What follows belongs to an exercise in optimizing a design on an open flow for small area, a short achievable clock period and few clock cycles; a production flow would make more cautious choices. Only the layout flow was run in this run; the RTL was not checked for function there.

===== config.mk =====
export PLATFORM = sky130hd
export DESIGN_NAME = ellipse_generator
export DESIGN_NICKNAME = ellipse_generator
export VERILOG_FILES = /design/flow/design.v
export SDC_FILE = /design/flow/constraint.sdc
export NUM_CORES = 4
export LEC_CHECK = 0
export ABC_CLOCK_PERIOD_IN_PS = 4000
export CAP_MARGIN = 20
export CORE_MARGIN = 2
export CORE_UTILIZATION = 55
export SETUP_SLACK_MARGIN = 4.0
export SLEW_MARGIN = 20

===== constraint.sdc =====
create_clock -name core_clock -period 8.5 [get_ports {clk}]
set_input_delay 1.7000 -clock core_clock [delete_from_list [all_inputs] [get_ports {clk}]]
set_output_delay 1.7000 -clock core_clock [all_outputs]
set_load 0.01 [all_outputs]

===== design.v =====
`default_nettype none
package ellipse_pkg;
  localparam int COORD_BITS = 12;               
  localparam int RAD_BITS   = COORD_BITS - 1;   
  typedef logic signed [COORD_BITS-1:0] coord_t;
  typedef logic [RAD_BITS-1:0] rad_t;
  typedef logic [2*RAD_BITS-1:0] sq_t;
  typedef logic [3*RAD_BITS-1:0] prod_t;
  typedef logic signed [3*RAD_BITS+1:0] err_t;
  typedef enum logic [2:0] {
    idle,    
    point,   
    setup,   
    arc,     
    flat,    
    done     
  } ctrl_state_t;
endpackage
`default_nettype wire
`default_nettype none
module ellipse_generator (
  input  logic        clk,
  input  logic        reset,
  input  logic        enable,
  input  logic        run,
  input  logic        ena_pause,
  input  logic [1:0]  quadrant,
  input  logic [11:0] xc,
  input  logic [11:0] yc,
  input  logic [11:0] xr,
  input  logic [11:0] yr,
  output logic        busy,
  output logic        pixel_data_rdy,
  output logic        ellipse_complete,
  output logic [11:0] x_coord,
  output logic [11:0] y_coord
);
  localparam logic [2:0] ST_IDLE  = 3'd0;
  localparam logic [2:0] ST_POINT = 3'd1;
  localparam logic [2:0] ST_PASS  = 3'd2;
  localparam logic [2:0] ST_INIT  = 3'd3;
  localparam logic [2:0] ST_ARC   = 3'd4;
  localparam logic [2:0] ST_FLAT  = 3'd5;
  localparam logic [2:0] ST_DONE  = 3'd6;
  logic [2:0]         state;
  logic               half;       
  logic signed [11:0] rm, rn;     
  logic [11:0]        cxr, cyr;   
  logic [1:0]         quad;
  logic [3:0]         cnt;        
  logic signed [11:0] lx, ly;     
  logic signed [34:0] P;          
  logic signed [34:0] A;          
  logic signed [34:0] B;          
  logic [22:0]        S;          
  logic [21:0]        R;          
  logic [23:0]        G;          
  logic valid, step, accept;
  assign valid  = (state == ST_POINT) || (state == ST_ARC) || (state == ST_FLAT);
  assign step   = enable && !(ena_pause && valid);
  assign accept = run && enable && ((state == ST_IDLE) || (state == ST_DONE));
  assign pixel_data_rdy   = valid && !ena_pause;
  assign ellipse_complete = (state == ST_DONE);
  assign busy             = run || !((state == ST_IDLE) || (state == ST_DONE));
  logic [11:0] u, v;
  assign u = half ? ly : lx;
  assign v = half ? lx : ly;
  assign x_coord = quad[0] ? cxr - u : cxr + u;
  assign y_coord = quad[1] ? cyr - v : cyr + v;
  function automatic logic [1:0] half_kind(input logic signed [11:0] m, input logic signed [11:0] n);
    if (m >= 12'sd2) half_kind = 2'd2;
    else if ((n < 12'sd2) && (m >= 12'sd0)) half_kind = 2'd1;
    else half_kind = 2'd0;
  endfunction
  function automatic logic [3:0] top_bit(input logic [10:0] x);
    top_bit = 4'd0;
    for (int i = 0; i < 11; i++) if (x[i]) top_bit = i[3:0];
  endfunction
  logic        neg;
  logic        en_next;
  logic signed [11:0] ly_step, lx_step;
  logic        flat_next;
  assign neg       = P[34];
  assign en_next   = neg ? (B <= $signed({11'd0, G})) : (B <= $signed({13'd0, R}));
  assign ly_step   = neg ? ly : ly - 12'sd1;
  assign lx_step   = lx + 12'sd1;
  assign flat_next = (ly_step < 12'sd2) && (lx_step <= rm);
  logic alpha, beta;
  assign alpha = rm[cnt];
  assign beta  = rn[cnt];
  logic [1:0] k_acc, k_acc2, k_sw;
  assign k_acc  = half_kind(xr, yr);
  assign k_acc2 = half_kind(yr, xr);
  assign k_sw   = half_kind(rn, rm);
  always_ff @(posedge clk or posedge reset) begin
    if (reset) begin
      state <= ST_IDLE;
      half  <= 1'b0;
    end else if (step) begin
      case (state)
        ST_IDLE, ST_DONE: begin
          if (run) begin
            half <= 1'b0;
            if (xr == 12'd0 && yr == 12'd0) state <= ST_POINT;
            else if (k_acc == 2'd2) state <= ST_PASS;
            else if (k_acc == 2'd1) state <= ST_FLAT;
            else begin
              half <= 1'b1;
              state <= (k_acc2 == 2'd2) ? ST_PASS : (k_acc2 == 2'd1) ? ST_FLAT : ST_DONE;
            end
          end else begin
            state <= ST_IDLE;
          end
        end
        ST_POINT: state <= ST_DONE;
        ST_PASS:  if (cnt == 4'd0) state <= ST_INIT;
        ST_INIT:  state <= ST_ARC;
        ST_ARC, ST_FLAT: begin
          if ((state == ST_ARC) ? (!en_next && !flat_next) : (lx == rm)) begin
            if (!half) begin
              half  <= 1'b1;
              state <= (k_sw == 2'd2) ? ST_PASS : (k_sw == 2'd1) ? ST_FLAT : ST_DONE;
            end else begin
              state <= ST_DONE;
            end
          end else if (state == ST_ARC && !en_next) begin
            state <= ST_FLAT;
          end
        end
        default: state <= ST_IDLE;
      endcase
    end
  end
  always_ff @(posedge clk) begin
    if (step) begin
      case (state)
        ST_IDLE, ST_DONE: begin
          if (run) begin
            cxr  <= xc;
            cyr  <= yc;
            quad <= quadrant;
            lx   <= '0;
            ly   <= '0;
            S    <= '0;
            R    <= '0;
            A    <= '0;
            B    <= '0;
            if (xr == 12'd0 && yr == 12'd0 || k_acc != 2'd0) begin
              rm  <= xr;
              rn  <= yr;
            end else begin
              rm  <= yr;
              rn  <= xr;
            end
            cnt <= top_bit(xr[10:0] | yr[10:0]);
          end
        end
        ST_PASS: begin
          S   <= {S[20:0], 2'b00} + (alpha ? {10'd0, lx[10:0], 2'b01} : 23'd0);
          R   <= {R[19:0], 2'b00} + (beta  ? {9'd0,  ly[10:0], 2'b01} : 22'd0);
          A   <= (A <<< 1) + (alpha ? $signed({24'd0, rn[10:0]}) : 35'sd0);
          B   <= (B <<< 2) + (alpha ? (A <<< 2) + $signed({24'd0, rn[10:0]}) : 35'sd0);
          lx  <= {lx[10:0], alpha};
          ly  <= {ly[10:0], beta};
          cnt <= cnt - 4'd1;
        end
        ST_INIT: begin
          P  <= $signed({14'd0, S[22:2]}) + $signed({34'd0, S[1]}) + $signed({13'd0, R}) - B - 35'sd1;
          A  <= $signed({13'd0, R}) * 35'sd3;
          B  <= $signed({12'd0, S[21:0], 1'b0}) + $signed({13'd0, R}) * 35'sd3 - (B <<< 1);
          G  <= {1'b0, S[21:0], 1'b0} + {2'b0, R};
          S  <= S + {1'b0, R};
          lx <= '0;
          ly <= rn;
        end
        ST_ARC: begin
          lx <= lx_step;
          A  <= A + $signed({12'd0, R, 1'b0});
          if (neg) begin
            P <= P + A;
            B <= B + $signed({12'd0, R, 1'b0});
          end else begin
            P <= P + B;
            B <= B + $signed({11'd0, S, 1'b0});
            ly <= ly - 12'sd1;
          end
          if (!en_next) begin
            if (flat_next) ly <= '0;
            else if (!half) begin
              rm <= rn; rn <= rm;
              lx <= '0; ly <= '0; S <= '0; R <= '0; A <= '0; B <= '0;
              cnt <= top_bit(rm[10:0] | rn[10:0]);
            end
          end
        end
        ST_FLAT: begin
          lx <= lx_step;
          if (lx == rm && !half) begin
            rm <= rn; rn <= rm;
            lx <= '0; ly <= '0; S <= '0; R <= '0; A <= '0; B <= '0;
            cnt <= top_bit(rm[10:0] | rn[10:0]);
          end
        end
        default: ;
      endcase
    end
  end
endmodule
`default_nettype wire

===== run.sh =====
#!/bin/bash
# synth_recipe.tcl (not shown) runs the flow's synth.tcl, then flattens the netlist and writes it again
# the make line also repeats each setting of config.mk as NAME=value (left out here)
make -C /OpenROAD-flow-scripts/flow DESIGN_CONFIG=/design/flow/config.mk WORK_HOME=/design/flow/orfs CLKGATE_MAP_FILE= SYNTH_SCRIPT=/design/flow/synth_recipe.tcl finish

==> results.sh <==
export IMPL_slew_violations=0
export IMPL_initial_core_util_pct=55.28
export IMPL_hpwl_mm=82.06
export IMPL_drt_iter0_drc=2635
export IMPL_cts_root_buffer="clkbuf_16"
export IMPL_endpoint_kind="flip-flop"
export IMPL_rsz0062_at_grt="yes"
export IMPL_yosys_area_top_type="edfxtp_1"
export IMPL_routed_via_density=6.426
export IMPL_slowest_stage="o41a_1"
export IMPL_rr_endpoint="B[33]"
export IMPL_period_minus_slack_ns=5.817
export IMPL_ys_seq_area_share_pct=24.55
export IMPL_worstPathArrival_ns=6.13
export IMPL_final_common_cell="ha_1"
export IMPL_hp_class="reg2reg"
export IMPL_synthArstFlopShare_pct=1.575
export IMPL_synth_top_cell_area_share_pct=24.22
export IMPL_dr_pass1_iters=6
export IMPL_drc=0
export IMPL_yosys_warnings=1
export IMPL_vias=30420
export IMPL_final_net_count=4405
export IMPL_ff2ff_path_depth=28
export IMPL_status="complete, no violations"
export IMPL_overflow=0
export IMPL_die_h_um=241.4
export IMPL_holdPathEnd="G[1]"
export IMPL_synth_edff_count=250
export IMPL_slowest_delay_ns=0.46
export IMPL_worst_slack_ns=2.683
export IMPL_clk_latency_ns=0.57
export IMPL_rr_startpoint="R[4]"
export IMPL_cap_violations=0
export IMPL_syn_inst=3667
export IMPL_clock_fmax_mhz=171.9
export IMPL_min_path_cells=0
export IMPL_track_usage_pct=37.52
export IMPL_startpoint_type="flip-flop"
export IMPL_clockBufferDepth=3
export IMPL_layout_worst_path_cycle_share_pct=68.44
export IMPL_grt_pass1_wl_mm=168.0
export IMPL_area_delta_synth_final_pct=23.43
export IMPL_syn_nets=4121
export IMPL_numPortBuffers=81
export IMPL_wire_per_inst_um=24.30
export IMPL_cts_clk_slew_worst_paths_ns=0.06
export IMPL_path_class="reg2reg"
export IMPL_post_place_ws_ns=2.324
export IMPL_grt_pass1_vias=29340
export IMPL_die_area_um2=58260
export IMPL_synthFlopType="edfxtp_1"
export IMPL_critPathMaxFanout=5
export IMPL_min_from="S[0]"
export IMPL_synth_area_um2=30990
export IMPL_maxSlewHeadroom_pct=20.68
export IMPL_numCtsBuffers=36
export IMPL_crit_required_ns=8.82
export IMPL_crit_top_cell="a21o_1"
export IMPL_setup_viol_count_final=0
export IMPL_coreArea_um2=56060
export IMPL_fillers=4461
export IMPL_row_count=87
export IMPL_gp_congestion=0.9898
export IMPL_totalWireLength_mm=115.0
export IMPL_die_w_um=241.4
export IMPL_fin_skew_ns=0.02373
export IMPL_worst_slew_pin_slew_ns=1.190
export IMPL_antenna_found_initial=1
export IMPL_synth_avg_cell_area_um2=8.451
export IMPL_fin_tns_setup_ns=0
export IMPL_ys_types=86
export IMPL_ys_ff_latch=254
export IMPL_cts_tree="done"
export IMPL_drive_gt1_share_pct=19.31
export IMPL_r2r_slack_ns=2.68
export IMPL_io_pins=82
export IMPL_cts_max_level=2
export IMPL_mostFrequentLayoutCells="339 x ha_1, 264 x nor2_1, 250 x edfxtp_1, 240 x a21oi_1, 236 x nand2_1"
export IMPL_hold_violations=0
export IMPL_synth_area_leaders="edfxtp_1 24%, ha_1 16%, xnor2_1 7.1%"
export IMPL_ant_nets=0
export IMPL_clock_sinks=254
export IMPL_grt_max_degree=61
-- cells by family after synthesis --
family          share of synthesized area, %
compound gates                         23.09
xor+xnor                               11.59
fa+ha+maj                              16.48
buf+inv                                4.264
flops                                  24.55
mux                                    3.222
simple gates                           16.80
-- registers in the layout, indices dropped and copies added (netlist names) --
signal	flops
cnt	4
S	23
rn	12
G	24
lx	12
R	21
P	35
ly	12
A	34
quad	2
B	35
half	1
rm	12
cyr	12
state	3
cxr	12
-- layout make-up --
class / instances / area (um2) / share of cell area, %
Timing Repair Buffer: 378 / 3288 / 8.597
Clock inverter: 19 / 209.0 / 0.5463
Antenna cell: 1 / 2.502 / 0.006542
Inverter: 210 / 793.3 / 2.074
Tap cell: 756 / 945.9 / 2.473
Multi-Input combinational cell: 3071 / 24450 / 63.91
Clock buffer: 45 / 955.9 / 2.499
Sequential cell: 254 / 7609 / 19.89
-- synth_stat cells, types with 97 or more instances --
cell      instances
clkbuf_1        108
xor2_1          160
nor2_1          289
inv_1           209
nor3_1           97
nand2_1         248
o21ai_0         226
edfxtp_1        250
xnor2_1         250
a21oi_1         288
ha_1            385
a21o_1          123
-- worst max-delay path: cells and delay by family, from the launching register on --
family	cells	cell delay (ns)
adder cells (fa/ha/maj)	3	0.87
flip-flops	1	0.40
buffers and inverters	2	0.36
AO/OA/AOI/OAI	15	3.11
AND/OR/NAND/NOR	5	0.47
XOR/XNOR	3	0.38
-- worst max-delay path by stage --
stage / depth (start not counted) / slack, ns / to / from
detailed placement: 25 / 2.32 / B[33] / R[4]
floorplan: 27 / 3.11 / B[31] / R[2]
global route: 29 / 2.41 / B[27] / R[3]
finish: 28 / 2.68 / B[33] / R[4]
CTS: 29 / 2.71 / B[33] / R[3]
global placement: 30 / 2.42 / B[26] / R[2]
-- layer usage --
metal | vias up | global-route usage (%) | part of all wire, %
li1 | 14150 | - | -
met1 | 14390 | 43.73 | 38
met2 | 1407 | 62.21 | 46
met3 | 476 | 5.549 | 6.5
met4 | 0 | 29.12 | 9.0
met5 | - | 0 | 0
-- what timing repair did --
action                     CTS  global route
pin swaps                  120           170
cloned                       1             1
gates resized for setup    298           256
setup endpoints to repair  198           175
buffers inserted           165           104
hold endpoints to repair     0             0
hold buffers                 0             0
-- through the flow --
step                hold slack (ns)  util (%)  std cells  area [um2]
floorplan                    0.4802         -       3667       31350
finish                       0.6207     68.23       4734       38250
CTS                          0.5785     64.70       4628       36270
global placement             0.5750     58.47       4398       32780
global route                 0.6462     68.22       4733       38250
detailed placement           0.5743     58.48       4398       32780

[static timing again, ports no longer ideal]
The results above use ideal ports. As a check the final layout listed here was re-extracted and re-timed, cells and wires unchanged.
Step 1 sets driving cells, clkbuf_16 on the clock port and buf_2 on the other inputs (assumed; they add their load-dependent delay and slew).
Step 2 moves the port delays by t, midway between the first and last clock arrival at a register: inputs arrive t later, outputs are due t later. That takes back most of the time a late clock gives input paths.
Slacks: ideal / step 1 / step 2; pairs: ideal / step 1.
t (ns): 0.623
setup slack, ns: 2.683 / 2.683 / 2.683
hold WS [ns]: 0.621 / 0.621 / 0.621
After both steps setup and hold are still met in this run. For this run, drivers alone change the setup slack by 0.000 ns; drivers and shift together by 0.000 ns.
